This is an optimization exercise on Yosys and OpenROAD, whose aim is small area, a short achievable clock period and few clock cycles, not a production implementation. In this exercise RTL edits were held to simulation tests only and were not proved equivalent to the original.

==> run a <==
// circle_boundary_link_fraction_unit
module circle_boundary_link_fraction_unit #(
	parameter int FRAC_BITS = cblf_pkg::FRAC_BITS_DEF
) (
	input  logic                           clk,
	input  logic                           arst_n,
	input  logic                           cfg_valid,
	output logic                           cfg_ready,
	input  logic [1:0]                     cfg_index,
	input  logic [11:0]                    cfg_data,
	input  logic                           in_valid,
	output logic                           in_ready,
	input  logic signed [cblf_pkg::CW-1:0] point_x,
	input  logic signed [cblf_pkg::CW-1:0] point_y,
	output logic                           out_valid,
	input  logic                           out_ready,
	output logic [cblf_pkg::DW-1:0]        link_dir,
	output logic [cblf_pkg::DW-1:0]        back_dir,
	output logic [cblf_pkg::OW-1:0]        fluid_x,
	output logic [cblf_pkg::OW-1:0]        fluid_y,
	output logic [cblf_pkg::OW-1:0]        solid_x,
	output logic [cblf_pkg::OW-1:0]        solid_y,
	output logic [cblf_pkg::OW-1:0]        far_x,
	output logic [cblf_pkg::OW-1:0]        far_y,
	output logic [cblf_pkg::FW-1:0]        wall_fraction,
	output logic                           last
);
	logic [21:0] r2_q;         
	logic [11:0] cx_q, cy_q;
	logic        addc_q;
	logic        pend_v;
	logic [1:0]  pend_idx;
	logic [11:0] pend_data;
	logic        busy_gen, busy_frac, idle, stall;
	logic [10:0] r_u;
	logic [21:0] r2_n;
	logic [21:0] rr [11];
	logic        lk_valid;
	logic [2:0]  lk_k;
	logic        lk_last, lk_first, lk_take, tag_full;
	logic signed [11:0] lk_x, lk_y;
	logic [12:0] lk_c;
	assign idle      = !busy_gen;
	logic idle_q;
	always_ff @(posedge clk or negedge arst_n) begin
		if (!arst_n) idle_q <= 1'b1;
		else idle_q <= idle && !(in_valid && in_ready);
	end
	assign cfg_ready = !pend_v || idle_q;
	assign r_u = pend_data[10:0] - 11'd1;
	always_comb begin
		for (int i = 0; i < 11; i++) begin
			rr[i] = '0;
			rr[i][2*i] = r_u[i];
			for (int j = i + 1; j < 11; j++) rr[i][i+j+1] = r_u[i] & r_u[j];
		end
	end
	assign r2_n = (pend_data[10:0] == '0) ? 22'd1 :
		rr[0] + rr[1] + rr[2] + rr[3] + rr[4] + rr[5] + rr[6] + rr[7] + rr[8] + rr[9] + rr[10];
	always_ff @(posedge clk or negedge arst_n) begin
		if (!arst_n) begin
			r2_q   <= '0;
			cx_q   <= '0;
			cy_q   <= '0;
			addc_q <= 1'b1;
			pend_v <= 1'b0;
  ...
Settings: LEC_CHECK=0, CAP_MARGIN=20, CORE_MARGIN=2, CORE_UTILIZATION=35, PLACE_DENSITY=0.6, SLEW_MARGIN=20; clock period 22.0 ns.
run.sh (not shown) runs the stock make flow with config.mk's settings and CLKGATE_MAP_FILE= SYNTH_SCRIPT=/design/flow/synth_recipe.tcl, a recipe that flattens the netlist after the stock synthesis.
==> run b (differences from run a) <==
--- a/flow/design.v
+++ b/flow/design.v
@@ -12,13 +12,13 @@
 	parameter int CAP   = 4    
 ) (
 	input  logic               clk,
 	input  logic               arst_n,
 	input  logic               in_valid,
 	output logic               in_ready,
-	input  logic               intake_open,
+	input  logic               intake_open_n,   
 	input  logic signed [11:0] point_x,
 	input  logic signed [11:0] point_y,
 	input  logic [21:0]        r2,         
 	input  logic               stall,      
 	output logic               busy,
 	output logic               lk_valid,
@@ -38,15 +38,17 @@
 	assign pop     = emit && (rest == '0);
 	assign slot_ok = !qv[CAP-1] || pop;
 	logic               s1_v;
 	logic [10:0]        x1, y1;
 	logic               sx, sy;
 	logic               s1_move;
+	logic s1_v_n, s2_v_n;
+	assign s1_v_n = s1_move ? (in_valid && in_ready) : s1_v;
 	always_ff @(posedge clk or negedge arst_n) begin
 		if (!arst_n) s1_v <= 1'b0;
-		else if (s1_move) s1_v <= in_valid && in_ready;
+		else s1_v <= s1_v_n;
 	end
 	always_ff @(posedge clk) begin
 		if (in_valid && in_ready) begin
 			sx <= point_x[11];
 			sy <= point_y[11];
 			x1 <= point_x[10:0] ^ {11{point_x[11]}};
@@ -73,82 +75,88 @@
 	assign xsq = rx[0] + rx[1] + rx[2] + rx[3] + rx[4] + rx[5] + rx[6] + rx[7] + rx[8] + rx[9] + rx[10] + rx[11];
 	assign ysq = ry[0] + ry[1] + ry[2] + ry[3] + ry[4] + ry[5] + ry[6] + ry[7] + ry[8] + ry[9] + ry[10] + ry[11];
 	logic               s2_v, s2_sx, s2_sy;
 	logic [22:0]        s2_xsq, s2_ysq;
 	logic [10:0]        s2_x1, s2_y1;
 	logic signed [24:0] c_full;
+	logic               s3_v, s3_ok, s3_sx, s3_sy;
+	logic [12:0]        s3_c;
+	logic [10:0]        s3_x1, s3_y1;
+	logic               s3_v_n;
 	logic               ev_v, ev_ok;
 	logic [12:0]        ev_c;
 	logic               ev_sx, ev_sy;
 	logic [10:0]        ev_x1, ev_y1;
-	logic               ev_move;
+	logic               ev_move, s2_move;
 	logic [7:0]         mask_in;
-	assign ev_move  = !s2_v || slot_ok;
-	assign s1_move  = !s1_v || ev_move;
-	assign in_ready = intake_open && (!s1_v || !s2_v || !qv[CAP-1]);
+	assign ev_move  = !s3_v || slot_ok;
+	assign s3_v_n   = ev_move ? s2_v : s3_v;
+	assign s2_move  = !s2_v || ev_move;
+	assign s2_v_n   = s2_move ? s1_v : s2_v;
+	assign s1_move  = !s1_v || s2_move;
+	logic qlast_n;
 	always_ff @(posedge clk or negedge arst_n) begin
-		if (!arst_n) s2_v <= 1'b0;
-		else if (ev_move) s2_v <= s1_v;
+		if (!arst_n) in_ready <= 1'b1;
+		else in_ready <= intake_open_n && (!s1_v_n || !s2_v_n || !s3_v_n || !qlast_n);
+	end
+	always_ff @(posedge clk or negedge arst_n) begin
+		if (!arst_n) begin
+			s2_v <= 1'b0;
+			s3_v <= 1'b0;
+		end else begin
+			s2_v <= s2_v_n;
+			s3_v <= s3_v_n;
+		end
 	end
 	always_ff @(posedge clk) begin
-		if (ev_move) begin
+		if (s2_move) begin
 			s2_xsq <= xsq;
 			s2_ysq <= ysq;
 			s2_sx  <= sx;
 			s2_sy  <= sy;
 			s2_x1  <= x1;
 			s2_y1  <= y1;
 		end
+		if (ev_move) begin
+			s3_ok <= (c_full[24:13] == '0);
+			s3_c  <= c_full[12:0];
+			s3_sx <= s2_sx;
+			s3_sy <= s2_sy;
+			s3_x1 <= s2_x1;
+			s3_y1 <= s2_y1;
+		end
 	end
 	assign c_full = 25'(s2_xsq) + 25'(s2_ysq) - 25'(r2);
-	assign ev_v  = s2_v;
-	assign ev_ok = (c_full[24:13] == '0);
-	assign ev_c  = c_full[12:0];
-	assign ev_sx = s2_sx;
-	assign ev_sy = s2_sy;
-	assign ev_x1 = s2_x1;
-	assign ev_y1 = s2_y1;
-	assign busy  = s1_v || s2_v || qv[0];
+	assign ev_v  = s3_v;
+	assign ev_ok = s3_ok;
+	assign ev_c  = s3_c;
+	assign ev_sx = s3_sx;
+	assign ev_sy = s3_sy;
+	assign ev_x1 = s3_x1;
+	assign ev_y1 = s3_y1;
+	assign busy  = s1_v || s2_v || s3_v || qv[0];
 	logic signed [11:0] ev_x, ev_y;
-	logic signed [13:0] vx, vy, vs, vd, vx1, vy1, vs1, vd1;
-	logic signed [13:0] ax, ay, as_, ad;
-	logic               px, py, ps, pd;
-	logic               sx_ok, sy_ok, ss_ok, sd_ok;
+	logic signed [13:0] vx, vy, vs, vd, hd;
 	logic signed [15:0] cc;
 	assign ev_x = {ev_sx, ev_x1 ^ {11{ev_sx}}};
 	assign ev_y = {ev_sy, ev_y1 ^ {11{ev_sy}}};
 	assign vx  = 14'(ev_x);
 	assign vy  = 14'(ev_y);
 	assign vs  = vx + vy;
 	assign vd  = vx - vy;
-	assign vx1 = vx - 14'sd1;
-	assign vy1 = vy - 14'sd1;
-	assign vs1 = vs - 14'sd1;
-	assign vd1 = vd - 14'sd1;
-	assign px  = !vx1[13];
-	assign py  = !vy1[13];
-	assign ps  = !vs1[13];
-	assign pd  = !vd1[13];
-	assign ax  = px ? vx1 : ~vx;
-	assign ay  = py ? vy1 : ~vy;
-	assign as_ = ps ? vs1 : ~vs;
-	assign ad  = pd ? vd1 : ~vd;
 	assign cc  = $signed({3'b0, ev_c});
-	assign sx_ok = cc <= $signed({ax, 1'b1});
-	assign sy_ok = cc <= $signed({ay, 1'b1});
-	assign ss_ok = cc <= $signed({as_, 1'b0});
-	assign sd_ok = cc <= $signed({ad, 1'b0});
+	assign hd  = $signed({1'b0, ev_c} + 14'd1) >>> 1;
 	always_comb begin
-		mask_in[0] = sy_ok && py;
-		mask_in[1] = sy_ok && !py;
-		mask_in[2] = sx_ok && px;
-		mask_in[3] = ss_ok && ps;
-		mask_in[4] = sd_ok && pd;
-		mask_in[5] = sx_ok && !px;
-		mask_in[6] = sd_ok && !pd;
-		mask_in[7] = ss_ok && !ps;
+		mask_in[0] = cc <  $signed({vy, 1'b0});
+		mask_in[1] = cc <= $signed({~vy, 1'b1});
+		mask_in[2] = cc <  $signed({vx, 1'b0});
+		mask_in[3] = hd <  vs;
+		mask_in[4] = hd <  vd;
+		mask_in[5] = cc <= $signed({~vx, 1'b1});
+		mask_in[6] = cc <= $signed({~vd, 1'b0});
+		mask_in[7] = cc <= $signed({~vs, 1'b0});
 		if (!ev_ok) mask_in = '0;
 	end
 	logic signed [11:0] qx [CAP];
 	logic signed [11:0] qy [CAP];
 	logic [12:0]        qc [CAP];
 	logic [7:0]         qm [CAP];
@@ -173,27 +181,30 @@
 	assign lk_k     = pick;
 	assign lk_last  = (rest == '0);
 	assign lk_x     = qx[0];
 	assign lk_y     = qy[0];
 	assign lk_c     = qc[0];
 	for (genvar i = 0; i < CAP; i++) begin : g_q
-		logic nxt_v, here;
+		logic nxt_v, here, qv_n;
+		assign qv_n = pop ? (nxt_v || (push && here)) : ((push && here) || qv[i]);
+		if (i == CAP - 1) begin : g_last
+			assign qlast_n = qv_n;
+		end
 		if (i + 1 < CAP) begin : g_n
 			assign nxt_v = qv[i+1];
 		end else begin : g_n
 			assign nxt_v = 1'b0;
 		end
 		if (i == 0) begin : g_h
 			assign here = pop ? !nxt_v : !qv[0];
 		end else begin : g_h
 			assign here = pop ? (qv[i] && !nxt_v) : (!qv[i] && qv[i-1]);
 		end
 		always_ff @(posedge clk or negedge arst_n) begin
 			if (!arst_n) qv[i] <= 1'b0;
-			else if (pop) qv[i] <= nxt_v || (push && here);
-			else if (push && here) qv[i] <= 1'b1;
+			else qv[i] <= qv_n;
 		end
 		always_ff @(posedge clk) begin
 			if (here && ev_v) begin
 				qx[i] <= ev_x;
 				qy[i] <= ev_y;
 				qc[i] <= ev_c;
@@ -514,18 +525,23 @@
 	logic        lk_valid;
 	logic [2:0]  lk_k;
 	logic        lk_last, lk_first, lk_take, tag_full;
 	logic signed [11:0] lk_x, lk_y;
 	logic [12:0] lk_c;
 	assign idle      = !busy_gen;
-	logic idle_q;
+	logic idle_q, pend_v_n, idle_q_n;
 	always_ff @(posedge clk or negedge arst_n) begin
 		if (!arst_n) idle_q <= 1'b1;
-		else idle_q <= idle && !(in_valid && in_ready);
+		else idle_q <= idle_q_n;
+	end
+	assign pend_v_n = (cfg_valid && cfg_ready) || (pend_v && !idle);
+	assign idle_q_n = idle && !(in_valid && in_ready);
+	always_ff @(posedge clk or negedge arst_n) begin
+		if (!arst_n) cfg_ready <= 1'b1;
+		else cfg_ready <= !pend_v_n || idle_q_n;
 	end
-	assign cfg_ready = !pend_v || idle_q;
 	assign r_u = pend_data[10:0] - 11'd1;
 	always_comb begin
 		for (int i = 0; i < 11; i++) begin
 			rr[i] = '0;
 			rr[i][2*i] = r_u[i];
 			for (int j = i + 1; j < 11; j++) rr[i][i+j+1] = r_u[i] & r_u[j];
@@ -546,25 +562,24 @@
 					2'd0: r2_q <= r2_n;
 					2'd1: cx_q <= pend_data;
 					2'd2: cy_q <= pend_data;
 					default: addc_q <= pend_data[0];
 				endcase
 			end
-			if (cfg_valid && cfg_ready) pend_v <= 1'b1;
-			else if (idle) pend_v <= 1'b0;
+			pend_v <= pend_v_n;
 		end
 	end
 	always_ff @(posedge clk) begin
 		if (cfg_valid && cfg_ready) begin
 			pend_idx  <= cfg_index;
 			pend_data <= cfg_data;
 		end
 	end
 	cblf_link_gen u_gen (
 		.clk(clk), .arst_n(arst_n),
-		.in_valid(in_valid), .in_ready(in_ready), .intake_open(!pend_v),
+		.in_valid(in_valid), .in_ready(in_ready), .intake_open_n(!pend_v_n || idle_q_n),
 		.point_x(point_x), .point_y(point_y),
 		.r2(r2_q),
 		.stall(stall), .busy(busy_gen),
 		.lk_valid(lk_valid), .lk_k(lk_k), .lk_last(lk_last),
 		.lk_first(lk_first), .lk_take(lk_take), .tag_full(tag_full),
 		.lk_x(lk_x), .lk_y(lk_y), .lk_c(lk_c)
Settings changed: CTS_BUF_LIST set to sky130_fd_sc_hd__clkbuf_4 sky130_fd_sc_hd__clkbuf_8.
==> run c (differences from run a) <==
--- a/flow/design.v
+++ b/flow/design.v
@@ -107,48 +107,33 @@
 	assign ev_sy = s2_sy;
 	assign ev_x1 = s2_x1;
 	assign ev_y1 = s2_y1;
 	assign busy  = s1_v || s2_v || qv[0];
 	logic signed [11:0] ev_x, ev_y;
 	logic signed [13:0] vx, vy, vs, vd, vx1, vy1, vs1, vd1;
-	logic signed [13:0] ax, ay, as_, ad;
-	logic               px, py, ps, pd;
-	logic               sx_ok, sy_ok, ss_ok, sd_ok;
 	logic signed [15:0] cc;
 	assign ev_x = {ev_sx, ev_x1 ^ {11{ev_sx}}};
 	assign ev_y = {ev_sy, ev_y1 ^ {11{ev_sy}}};
 	assign vx  = 14'(ev_x);
 	assign vy  = 14'(ev_y);
 	assign vs  = vx + vy;
 	assign vd  = vx - vy;
 	assign vx1 = vx - 14'sd1;
 	assign vy1 = vy - 14'sd1;
 	assign vs1 = vs - 14'sd1;
 	assign vd1 = vd - 14'sd1;
-	assign px  = !vx1[13];
-	assign py  = !vy1[13];
-	assign ps  = !vs1[13];
-	assign pd  = !vd1[13];
-	assign ax  = px ? vx1 : ~vx;
-	assign ay  = py ? vy1 : ~vy;
-	assign as_ = ps ? vs1 : ~vs;
-	assign ad  = pd ? vd1 : ~vd;
 	assign cc  = $signed({3'b0, ev_c});
-	assign sx_ok = cc <= $signed({ax, 1'b1});
-	assign sy_ok = cc <= $signed({ay, 1'b1});
-	assign ss_ok = cc <= $signed({as_, 1'b0});
-	assign sd_ok = cc <= $signed({ad, 1'b0});
 	always_comb begin
-		mask_in[0] = sy_ok && py;
-		mask_in[1] = sy_ok && !py;
-		mask_in[2] = sx_ok && px;
-		mask_in[3] = ss_ok && ps;
-		mask_in[4] = sd_ok && pd;
-		mask_in[5] = sx_ok && !px;
-		mask_in[6] = sd_ok && !pd;
-		mask_in[7] = ss_ok && !ps;
+		mask_in[0] = cc <= $signed({vy1, 1'b1});
+		mask_in[1] = cc <= $signed({~vy, 1'b1});
+		mask_in[2] = cc <= $signed({vx1, 1'b1});
+		mask_in[3] = cc <= $signed({vs1, 1'b0});
+		mask_in[4] = cc <= $signed({vd1, 1'b0});
+		mask_in[5] = cc <= $signed({~vx, 1'b1});
+		mask_in[6] = cc <= $signed({~vd, 1'b0});
+		mask_in[7] = cc <= $signed({~vs, 1'b0});
 		if (!ev_ok) mask_in = '0;
 	end
 	logic signed [11:0] qx [CAP];
 	logic signed [11:0] qy [CAP];
 	logic [12:0]        qc [CAP];
 	logic [7:0]         qm [CAP];
@@ -292,42 +277,45 @@
 	assign e0   = 14'($signed({1'b0, lk_c})) + 14'(~pa) + 14'(~pb) + 14'sd1 - 14'(kc);
 	assign wh0  = a2_0 && !e0[13];
 	assign sig0 = !a2_0 ? lk_c : wh0 ? {e0[11:0], 1'b1} : {lk_c[11:0], 1'b0};
 	assign full0 = (lk_c == {mq0, !a2_0});
 	logic        v   [17];
 	logic [11:0] m   [17];
+	logic        a2  [17];
 	logic        wh  [17];
 	logic [31:0] sg  [17];
 	logic [15:0] w   [17];
 	logic        fl  [17];
 	logic [2:0]  kk  [17];
 	logic        ls  [17];
 	logic [31:0] sgn [16];
 	logic [15:0] wn  [16];
 	logic [16:0] vbusy;
-	logic        s0_v, s0_wh, s0_fl, s0_ls;
+	logic        s0_v, s0_a2, s0_wh, s0_fl, s0_ls;
 	logic [11:0] s0_mq0, s0_mq0m;
 	logic [12:0] s0_sig;
 	logic [2:0]  s0_k;
 	always_ff @(posedge clk or negedge arst_n) begin
 		if (!arst_n) s0_v <= 1'b0;
 		else if (!stall) s0_v <= lk_take;
 	end
 	always_ff @(posedge clk) begin
 		if (!stall) begin
 			s0_mq0  <= mq0;
 			s0_mq0m <= mq0m;
+			s0_a2   <= a2_0;
 			s0_wh   <= wh0;
 			s0_sig  <= sig0;
 			s0_fl   <= full0;
 			s0_k    <= lk_k;
 			s0_ls   <= lk_last;
 		end
 	end
 	assign v[16]  = s0_v;
 	assign m[16]  = s0_wh ? s0_mq0m : s0_mq0;
+	assign a2[16] = s0_a2;
 	assign wh[16] = s0_wh;
 	assign sg[16] = 32'(s0_sig);
 	assign fl[16] = s0_fl;
 	assign kk[16] = s0_k;
 	assign ls[16] = s0_ls;
 	assign vbusy[16] = s0_v;
@@ -341,24 +329,26 @@
 				if (!arst_n) v[j] <= 1'b0;
 				else if (!stall) v[j] <= v[j+1];
 			end
 			always_ff @(posedge clk) begin
 				if (!stall) begin
 					m[j]  <= m[j+1];
+					a2[j] <= a2[j+1];
 					wh[j] <= wh[j+1];
 					sg[j] <= sgn[j];
 					w[j]  <= wn[j];
 					fl[j] <= fl[j+1];
 					kk[j] <= kk[j+1];
 					ls[j] <= ls[j+1];
 				end
 			end
 			assign vbusy[j] = vbusy[j+1] || v[j];
 		end else begin : g_wire
 			assign v[j]  = v[j+1];
 			assign m[j]  = m[j+1];
+			assign a2[j] = a2[j+1];
 			assign wh[j] = wh[j+1];
 			assign sg[j] = sgn[j];
 			assign w[j]  = wn[j];
 			assign fl[j] = fl[j+1];
 			assign kk[j] = kk[j+1];
 			assign ls[j] = ls[j+1];
@@ -405,13 +395,13 @@
 	assign push   = v[0] && !ov_b;
 	assign take   = ov_a && out_ready;
 	assign load_a = ov_b ? take : (!ov_a || take);
 	assign load_b = !ov_b && ov_a && !take;
 	assign fx_n = tfx[trp];
 	assign fy_n = tfy[trp];
-	assign wf_n = fl[0] ? 17'h10000 : (kk[0][1:0] == 2'b11 || kk[0] == 3'd4 || kk[0] == 3'd6) ? {1'b0, wh[0], w[0][15:1]} : {1'b0, w[0]};
+	assign wf_n = fl[0] ? 17'h10000 : a2[0] ? {1'b0, wh[0], w[0][15:1]} : {1'b0, w[0]};
 	assign k_s    = ov_b ? k_b : kk[0];
 	assign fx_s   = ov_b ? fx_b : fx_n;
 	assign fy_s   = ov_b ? fy_b : fy_n;
 	assign wf_s   = ov_b ? wf_b : wf_n;
 	assign last_s = ov_b ? last_b : ls[0];
 	logic signed [1:0] di_s, dj_s;
Settings changed: CORE_UTILIZATION 35 to 60, PLACE_DENSITY 0.6 to 0.75.
==> results.txt <==
quantity	run b	run a	run c
FF+latch area	0.0320 sq mm	0.0308 sq mm	0.0311 sq mm
H-tree levels	4	3	3
Post-synthesis compound-gate area fraction	12.4%	13.1%	14.4%
DR iter-0 viols	3320	2988	4405
Clock-cell share of area	4.77%	4.97%	5.03%
Total number of nets in the final design	7609	7390	7685
#FFs+latches synth	1078	1038	1047
Fraction of area in registers	40.3%	39.6%	39.9%
Clock edge transition at the registers on the reported setup and hold paths	0.06 ns	0.06 ns	0.07 ns
Period utilization	30.8%	33.4%	31.5%
Final-layout non-clock buffer area share	2.44%	2.47%	2.52%
Max stage delay cell, worst path	sky130_fd_sc_hd__xnor2_1	sky130_fd_sc_hd__and2_1	sky130_fd_sc_hd__xnor2_1
Worst path setup slack after routing	15.22 ns	14.64 ns	15.06 ns
Layout overhead on the synthesized area	12.0%	12.3%	10.2%
Synthesized-area fraction occupied by and/or/nand/nor cells	10.3%	10.6%	11.1%
Worst path most repeated cell	sky130_fd_sc_hd__a21oi_1	sky130_fd_sc_hd__a21oi_1	sky130_fd_sc_hd__ha_1
CTS Root Cell	sky130_fd_sc_hd__clkbuf_8	sky130_fd_sc_hd__clkbuf_16	sky130_fd_sc_hd__clkbuf_16
Share of the synthesized area in the top cell type	42.5%	41.9%	41.4%
Critical path buffers and inverters	3	2	1
Timing endpoint of the critical path	u_gen.in_ready	u_frac.sg[1][24]	u_gen.qm[0][3]
Run status	timing/DRC/antenna clean	timing/DRC/antenna clean	timing/DRC/antenna clean
Number of clock sinks seen by CTS	1078	1038	1047
Adder-Cell Fraction of Synth Area	16.7%	16.1%	16.3%
Post-synth cell types	100	109	108
Testbench counts of run a, summed over its fixed seeds: cycles 8,852.
Testbench counts of run b, summed over its fixed seeds: cycles 8,852.
Testbench counts of run c, summed over its fixed seeds: cycles 8,852.

## separate check: timing with driven ports
How much do the figures lean on ideal ports? The routed layouts below were timed once more, with nothing changed but the port constraints.
Step 1, drivers: a clkbuf_16 drives clk and a buf_2 each remaining input, both assumed.
Step 2 times the ports against the registers' clock, not the clock port: input delays grow and output delays shrink by t, the midpoint of the rising clock arrivals with the driver on.
a / b / c = ideal / step 1 / step 2; a / b = the first two.
| run | t, ns | slack for setup (ns) | worst slew at a driven data input, ns |
|---|---|---|---|
| run a | 0.828 | 14.642 / 14.642 / 14.642 | 0.04 |
| run b | 1.008 | 15.220 / 15.220 / 14.947 | 0.21 |
| run c | 0.775 | 15.065 / 15.065 / 15.065 | 0.05 |
After both steps setup and hold are still met in every run listed. The setup slack of run b, which loses most, moves by 0.000 ns with the drivers and by -0.273 ns with both steps.
